From an optimization exercise on the open Yosys and OpenROAD flow, aimed at small area; shortcuts taken in it are not production practice.
Function was checked by simulation only, so behaviour that the tests miss may differ from the original.
Power and IR drop assume default switching activity.

## job 102
==> flow/design.v (excerpt) <==
module gpr_mp #(
  parameter int unsigned DATA_W   = 32,
  parameter int unsigned ADDR_W   = 5,
  parameter int unsigned NUM_RD   = 2,
  parameter int unsigned ZERO_REG = 1,
  parameter int unsigned BYPASS   = 1
) (
  input  logic                     clk,
  input  logic                     rst,
  input  logic                     we0,
  input  logic [ADDR_W-1:0]        waddr0,
  input  logic [DATA_W-1:0]        wdata0,
  input  logic                     we1,
  input  logic [ADDR_W-1:0]        waddr1,
  input  logic [DATA_W-1:0]        wdata1,
  input  logic [NUM_RD*ADDR_W-1:0] raddr,
  output logic [NUM_RD*DATA_W-1:0] rdata,
  output logic [NUM_RD-1:0]        rd_busy,
  input  logic                     busy_set,
  input  logic [ADDR_W-1:0]        busy_addr
);
  localparam int unsigned DEPTH = 2 ** ADDR_W;
  localparam int unsigned FIRST = (ZERO_REG != 0) ? 1 : 0;
  localparam int unsigned NREG  = DEPTH - FIRST;
  logic              wr0_ok;
  logic              wr1_ok;
  logic              bset_ok;
  logic [DEPTH-1:0][DATA_W-1:0] mem_q;
  logic [DEPTH-1:0]             rbusy;    
  logic [DEPTH-1:0]             rdok;     
  assign wr0_ok  = we0 && !((ZERO_REG != 0) && (waddr0 == '0));
  assign wr1_ok  = we1 && !((ZERO_REG != 0) && (waddr1 == '0));
  assign bset_ok = busy_set && !((ZERO_REG != 0) && (busy_addr == '0));
  for (genvar i = 0; i < DEPTH; i++) begin : g_reg
    if (i < FIRST) begin : g_zero
      assign mem_q[i] = '0;
      assign rbusy[i] = 1'b0;
      assign rdok[i]  = 1'b0;
    end else begin : g_real
      logic              hit0, s0, s1, wen;
      logic [DATA_W-1:0] q;
      logic [DATA_W-1:0] d;
      logic              v, b;
      assign hit0 = wr0_ok && (waddr0 == i);
      assign s1   = wr1_ok && (waddr1 == i);
      assign s0   = hit0 && !s1;
      assign wen  = hit0 || s1;
      for (genvar j = 0; j < DATA_W; j++) begin : g_bit
        gpr_mp_wbit u_d (
          .q(q[j]), .wen(wen),
          .w0(wdata0[j]), .s0_n(!s0),
          .w1(wdata1[j]), .s1_n(!s1),
  ...
clock: 6.0 ns
lec_check: 0
cap_margin: 20
core_margin: 2
core_utilization: 55
cts_cluster_diameter: 80
cts_cluster_size: 24
setup_slack_margin: 0.5
slew_margin: 20
synth_hierarchical: 1
synth_minimum_keep_size: 0
standard.sh (not shown) runs the stock make flow with config.mk's settings and CLKGATE_MAP_FILE= SYNTH_SCRIPT=/design/flow/synth_recipe.tcl, a recipe that flattens the netlist after the stock synthesis.
==> flow/flow/run.sh <==
#!/bin/bash
# The standard layout (the standard.sh: standard synthesis and the ORFS steps), with one
# change: the port buffers that global placement inserts are buf_2 cells instead of the
# delay-cell buffers ORFS picks by default. Every port still gets its own buffer.
set -euo pipefail
cd "$(dirname "$0")/.."
bash standard.sh "BUFFER_PORTS_ARGS=-buffer_cell sky130_fd_sc_hd__buf_2" finish > standard_make.log 2>&1
For job 101, these inputs were changed with respect to job 102:
# job 102
export LEC_CHECK = 0
export CAP_MARGIN = 20
export CORE_MARGIN = 2
export CORE_UTILIZATION = 55
export CTS_CLUSTER_DIAMETER = 80
export CTS_CLUSTER_SIZE = 24
export SETUP_SLACK_MARGIN = 0.5
export SLEW_MARGIN = 20
export SYNTH_HIERARCHICAL = 1
export SYNTH_MINIMUM_KEEP_SIZE = 0
create_clock -name core_clock -period 6.0 [get_ports {clk}]
# job 101
export LEC_CHECK = 0
export CAP_MARGIN = 20
export CORE_MARGIN = 2
export CORE_UTILIZATION = 55
export CTS_CLUSTER_DIAMETER = 80
export CTS_CLUSTER_SIZE = 24
export SETUP_SLACK_MARGIN = 0.4
export SLEW_MARGIN = 20
export SYNTH_HIERARCHICAL = 1
export SYNTH_MINIMUM_KEEP_SIZE = 0
create_clock -name core_clock -period 6.0 [get_ports {clk}]
Results
Diff job 101..job 102 | via count of the first global-routing pass | negligible
Job 101 vs. job 102: maximum resistive drop on vdd closely matched the old numbers, area share of buffers outside the clock network essentially unchanged, design area neither gained nor lost much, sum of internal, switching and leakage power flat, total detailed-routing wirelength barely changed.
Between job 102 and job 101, the cell count figures differ only marginally.
In terms of hold slack, job 101 and job 102 differ only marginally.

==> afterwards: timing with drivers on the ports <==
In the flow no input, the clock included, has a driving cell. The finished layouts below were timed again as built, in two steps.
Step 1 (the two cells are an assumption about what drives the block):
set clk [get_ports {clk}]
set_driving_cell -lib_cell sky130_fd_sc_hd__clkbuf_16 $clk
set_driving_cell -lib_cell sky130_fd_sc_hd__buf_2 [delete_from_list [all_inputs] $clk]
Step 2 also shifts input and output timing later by t, the mid clock arrival at the registers, as if the neighbouring blocks saw the same clock.
a / b / c = ideal / step 1 / step 2; a / b = the first two.
run	t, ns	slack for setup (ns)	hold WS [ns]
job 102	0.778	0.280 / 0.256 / 0.256	0.494 / 0.494 / 0.494
job 101	0.771	0.279 / 0.259 / 0.259	0.493 / 0.493 / 0.493
After both steps every run listed still meets setup and hold. For job 102, which loses most, drivers alone change the setup slack by -0.024 ns; drivers and shift together by -0.024 ns.
